Background: an optimization exercise with open tools, aiming at small area, a short achievable clock period and few clock cycles per item. Do not read the settings as production practice. At most, simulation tests tie the RTL to the original design; equivalence was not proved.

==> job 1259 <==
## oxygen_cell_calibrate_and_mod
module oxygen_cell_calibrate_and_mod #(
    parameter int CAL_SAMPLES = 10
) (
    input  logic                                  clk,
    input  logic                                  rst_n,
    input  logic                                  in_valid,
    output logic                                  in_stall,
    input  logic                                  opcode,
    input  logic signed [ocm_pkg::SAMPLE_W-1:0]   sample,
    output logic                                  out_valid,
    input  logic                                  out_stall,
    output logic [ocm_pkg::O2_W-1:0]              o2_tenths,
    output logic [ocm_pkg::DEPTH_W-1:0]           depth_normal_tenths,
    output logic [ocm_pkg::DEPTH_W-1:0]           depth_tech_tenths,
    output logic                                  calibration_done,
    output logic                                  not_calibrated,
    input  logic                                  cfg_valid,
    output logic                                  cfg_ready,
    input  logic [ocm_pkg::CFG_IDX_W-1:0]         cfg_index,
    input  logic [ocm_pkg::CFG_W-1:0]             cfg_data
);
    logic [7:0]  air_reg;
    logic [14:0] ln_reg, lt_reg;
    logic [19:0] acc_reg;
    logic [3:0]  cnt_reg;
    logic [18:0] ref_reg;
    logic [20:0] ref3_reg;
    logic [7:0]  lnr_reg, ltr_reg;
    logic        ref_ok_reg;
    logic        en, accept, cal_stall;
    logic [19:0] cal_sum;
    logic        cal_pos;
    logic v_s1, cal_s1, last_s1;
    logic [15:0] smp_s1;
    logic v_s2;
    logic [0:0] cal_s2;
    logic [0:0] nc_s2;
    logic [0:0] x_s2;
    logic [18:0] pl_s2;
    logic [18:0] ph_s2;
    logic v_s3;
    logic [0:0] cal_s3;
  ...
export LEC_CHECK = 0
export CAP_MARGIN = 5
export CORE_MARGIN = 2
export CORE_UTILIZATION = 60
export SETUP_SLACK_MARGIN = 1.5
export SLEW_MARGIN = 5
create_clock -name core_clock -period 6.0 [get_ports {clk}]
run.sh (not shown) runs the stock make flow with config.mk's settings and CLKGATE_MAP_FILE= SYNTH_SCRIPT=/design/flow/synth_recipe.tcl, a recipe that flattens the netlist after the stock synthesis.
==> job 2385: changes against job 1259 <==
--- a/flow/design.v
+++ b/flow/design.v
@@ -182,71 +182,57 @@
     logic [0:0] cal_s8;
     logic [0:0] nc_s8;
     logic [0:0] x_s8;
     logic [0:0] ovf_s8;
     logic [18:0] rem_s8;
     logic [9:0] q_s8;
     logic v_s9;
-    logic [0:0] cal_s9;
     logic [0:0] nc_s9;
-    logic [0:0] x_s9;
     logic [9:0] o2_s9;
     logic [4:0] rn_s9;
     logic [4:0] rt_s9;
     logic [1:0] qn_s9;
     logic [1:0] qt_s9;
     logic v_s10;
-    logic [0:0] cal_s10;
     logic [0:0] nc_s10;
-    logic [0:0] x_s10;
     logic [9:0] o2_s10;
     logic [6:0] rn_s10;
     logic [6:0] rt_s10;
     logic [3:0] qn_s10;
     logic [3:0] qt_s10;
     logic v_s11;
-    logic [0:0] cal_s11;
     logic [0:0] nc_s11;
-    logic [0:0] x_s11;
     logic [9:0] o2_s11;
     logic [8:0] rn_s11;
     logic [8:0] rt_s11;
     logic [5:0] qn_s11;
     logic [5:0] qt_s11;
     logic v_s12;
-    logic [0:0] cal_s12;
     logic [0:0] nc_s12;
-    logic [0:0] x_s12;
     logic [9:0] o2_s12;
     logic [9:0] rn_s12;
     logic [9:0] rt_s12;
     logic [7:0] qn_s12;
     logic [7:0] qt_s12;
     logic v_s13;
-    logic [0:0] cal_s13;
     logic [0:0] nc_s13;
-    logic [0:0] x_s13;
     logic [9:0] o2_s13;
     logic [9:0] rn_s13;
     logic [9:0] rt_s13;
     logic [9:0] qn_s13;
     logic [9:0] qt_s13;
     logic v_s14;
-    logic [0:0] cal_s14;
     logic [0:0] nc_s14;
-    logic [0:0] x_s14;
     logic [9:0] o2_s14;
     logic [9:0] rn_s14;
     logic [9:0] rt_s14;
     logic [11:0] qn_s14;
     logic [11:0] qt_s14;
     logic v_s15;
-    logic [0:0] cal_s15;
     logic [0:0] nc_s15;
-    logic [0:0] x_s15;
     logic [9:0] o2_s15;
     logic [9:0] rn_s15;
     logic [9:0] rt_s15;
     logic [13:0] qn_s15;
     logic [13:0] qt_s15;
     logic v_s16;
     logic [9:0] o2_s16;
@@ -358,15 +344,15 @@
     logic [0:0] ge_58;
     ocm_div #(.WIDTH(21), .ARCH(0)) u_df_57 (.a(21'(tr_52)), .b(21'(ref3_reg)), .diff(df_57), .ge(ge_58));
     logic [18:0] rem_59;
     assign rem_59 = ge_58 ? df_57[18:0] : ge_56 ? df_55[18:0] : ge_54 ? df_53[18:0] : tr_52[18:0];
     logic [9:0] q_60;
     assign q_60 = {q_s7, ge_56, (ge_58 || (ge_54 && !ge_56))};
     logic [9:0] o2_61;
-    assign o2_61 = cal_s8 ? 10'd0 : nc_s8 ? 10'd1000 : x_s8 ? 10'd10 : ovf_s8 ? 10'd1000 : (q_s8 > 10'd1000) ? 10'd1000 : (q_s8 < 10'd10) ? 10'd10 : q_s8;
+    assign o2_61 = cal_s8 ? 10'(x_s8) : nc_s8 ? 10'd1000 : x_s8 ? 10'd10 : ovf_s8 ? 10'd1000 : (q_s8 > 10'd1000) ? 10'd1000 : (q_s8 < 10'd10) ? 10'd10 : q_s8;
     logic [2:0] rn_62;
     assign rn_62 = ln_reg[14:12];
     logic [2:0] rt_63;
     assign rt_63 = lt_reg[14:12];
     logic [3:0] trn_64;
     assign trn_64 = {rn_62, ln_reg[11]};
     logic [9:0] df_65;
@@ -633,20 +619,24 @@
     logic [10:0] df_210;
     logic [0:0] ge_211;
     ocm_div #(.WIDTH(11), .ARCH(0)) u_df_210 (.a(11'(trt_209)), .b(11'(o2_s15)), .diff(df_210), .ge(ge_211));
     logic [9:0] remt_212;
     assign remt_212 = ge_211 ? df_210[9:0] : trt_209[9:0];
     logic [14:0] qt_213;
     assign qt_213 = {qt_s15, ge_211};
-    logic [14:0] depn_214;
-    assign depn_214 = (cal_s15 || (qn_208 < 15'd100)) ? 15'd0 : (qn_208 - 15'd100);
-    logic [14:0] dept_215;
-    assign dept_215 = (cal_s15 || (qt_213 < 15'd100)) ? 15'd0 : (qt_213 - 15'd100);
-    logic [0:0] done_216;
-    assign done_216 = cal_s15 && x_s15;
+    logic [0:0] cal_214;
+    assign cal_214 = (o2_s15[9:1] == 9'd0);
+    logic [9:0] o2o_215;
+    assign o2o_215 = {o2_s15[9:1], o2_s15[0] && !cal_214};
+    logic [14:0] depn_216;
+    assign depn_216 = (cal_214 || (qn_208 < 15'd100)) ? 15'd0 : (qn_208 - 15'd100);
+    logic [14:0] dept_217;
+    assign dept_217 = (cal_214 || (qt_213 < 15'd100)) ? 15'd0 : (qt_213 - 15'd100);
+    logic [0:0] done_218;
+    assign done_218 = cal_214 && o2_s15[0];
     assign en        = !(v_s16 && out_stall);
     assign cal_stall = (cnt_reg == 4'd9) && ((v_s1 && !cal_s1) || (v_s2 && !cal_s2) || (v_s3 && !cal_s3) || (v_s4 && !cal_s4) || (v_s5 && !cal_s5) || (v_s6 && !cal_s6) || (v_s7 && !cal_s7));
     assign in_stall  = !en || cal_stall;
     assign accept    = in_valid && !in_stall;
     always_ff @(posedge clk or negedge rst_n)
     begin
         if (!rst_n)
@@ -767,74 +757,60 @@
             q_s7 <= q_50;
             cal_s8 <= cal_s7;
             nc_s8 <= nc_s7;
             x_s8 <= x_s7;
             ovf_s8 <= ovf_s7;
             rem_s8 <= rem_59;
             q_s8 <= q_60;
-            cal_s9 <= cal_s8;
             nc_s9 <= nc_s8;
-            x_s9 <= x_s8;
             o2_s9 <= o2_61;
             rn_s9 <= remn_77;
             rt_s9 <= remt_82;
             qn_s9 <= qn_78;
             qt_s9 <= qt_83;
-            cal_s10 <= cal_s9;
             nc_s10 <= nc_s9;
-            x_s10 <= x_s9;
             o2_s10 <= o2_s9;
             rn_s10 <= remn_97;
             rt_s10 <= remt_102;
             qn_s10 <= qn_98;
             qt_s10 <= qt_103;
-            cal_s11 <= cal_s10;
             nc_s11 <= nc_s10;
-            x_s11 <= x_s10;
             o2_s11 <= o2_s10;
             rn_s11 <= remn_117;
             rt_s11 <= remt_122;
             qn_s11 <= qn_118;
             qt_s11 <= qt_123;
-            cal_s12 <= cal_s11;
             nc_s12 <= nc_s11;
-            x_s12 <= x_s11;
             o2_s12 <= o2_s11;
             rn_s12 <= remn_137;
             rt_s12 <= remt_142;
             qn_s12 <= qn_138;
             qt_s12 <= qt_143;
-            cal_s13 <= cal_s12;
             nc_s13 <= nc_s12;
-            x_s13 <= x_s12;
             o2_s13 <= o2_s12;
             rn_s13 <= remn_157;
             rt_s13 <= remt_162;
             qn_s13 <= qn_158;
             qt_s13 <= qt_163;
-            cal_s14 <= cal_s13;
             nc_s14 <= nc_s13;
-            x_s14 <= x_s13;
             o2_s14 <= o2_s13;
             rn_s14 <= remn_177;
             rt_s14 <= remt_182;
             qn_s14 <= qn_178;
             qt_s14 <= qt_183;
-            cal_s15 <= cal_s14;
             nc_s15 <= nc_s14;
-            x_s15 <= x_s14;
             o2_s15 <= o2_s14;
             rn_s15 <= remn_197;
             rt_s15 <= remt_202;
             qn_s15 <= qn_198;
             qt_s15 <= qt_203;
-            o2_s16 <= o2_s15;
-            dn_s16 <= depn_214;
-            dt_s16 <= dept_215;
-            done_s16 <= done_216;
+            o2_s16 <= o2o_215;
+            dn_s16 <= depn_216;
+            dt_s16 <= dept_217;
+            done_s16 <= done_218;
             nc_s16 <= nc_s15;
         end
     end
     assign cfg_ready           = 1'b1;
     assign out_valid           = v_s16;
     assign o2_tenths           = o2_s16;
     assign depth_normal_tenths = dn_s16;
CAP_MARGIN = 20   (was 5)
CORE_UTILIZATION = 50   (was 60)
SLEW_MARGIN = 20   (was 5)
==> summary.txt <==
item                                                              job 2385        job 1259
Outcome                                                     finished clean  finished clean
GR met2 Demand/Resource                                              40.9%           47.8%
Floorplan Core Area                                            106000 um^2      88800 um^2
Met3 Usage GRT                                                       2.47%           3.35%
Count of flip-flops with a built-in enable after synthesis             583             597
Met1 usage in global routing                                         32.5%           36.1%
Starting density of the core                                         50.6%           60.7%
Synthesized netlist cell count                                        4742            4770
Cts repair resizes                                                     134             195
Worst clock skew on the final layout                               36.8 ps         25.0 ps
Pre-Repair DR Iteration Count                                            6               5
TritonCTS buffer count                                                  85              84
Net total in the final layout                                         6102            6086
Shortest clock period the worst path allows after layout           4820 ps         4670 ps
Fraction of area in multi-input gates                                52.1%           52.6%
Area taken by multi-input logic gates                           32400 um^2      32800 um^2
Fillcell total                                                        8862            6548
Number of vias per cell after detailed routing                        5.63            5.87
Biggest fanout along the worst timing path                               5               4
Sequential element share of the synthesized area                     38.1%           38.6%
Testbench counts of job 1259, summed over its fixed seeds: cycles 1,408, items 1,280.
Only the layout flow was run in job 2385; the RTL was not checked for function there.

## port drivers added, routing unchanged
The flow's constraints put no driver on any port. The routed layouts listed below were extracted and timed again, unchanged, in two steps. Step 1: set_driving_cell puts a clkbuf_16 on clk and a buf_2 on each other input, an assumption about the parent block. Step 2 adds t to the input delays and takes it off the output delays; t is the mean of the earliest and latest rising clock arrival at the registers after step 1. Input paths then give back, and output paths get back, about the clock's delay inside the block. Slacks: ideal ports / drivers / drivers and shift; pairs: ideal ports / drivers.
run | t, ns | setup WS [ns] | latest minus earliest clock arrival (ns) | worst data-port slew with drivers (ns)
job 1259 | 0.720 | 1.332 / 1.332 / 1.332 | 0.025 / 0.025 | 0.05
job 2385 | 0.717 | 1.180 / 1.180 / 1.180 | 0.038 / 0.038 | 0.04
After both steps setup and hold are still met in every run listed.
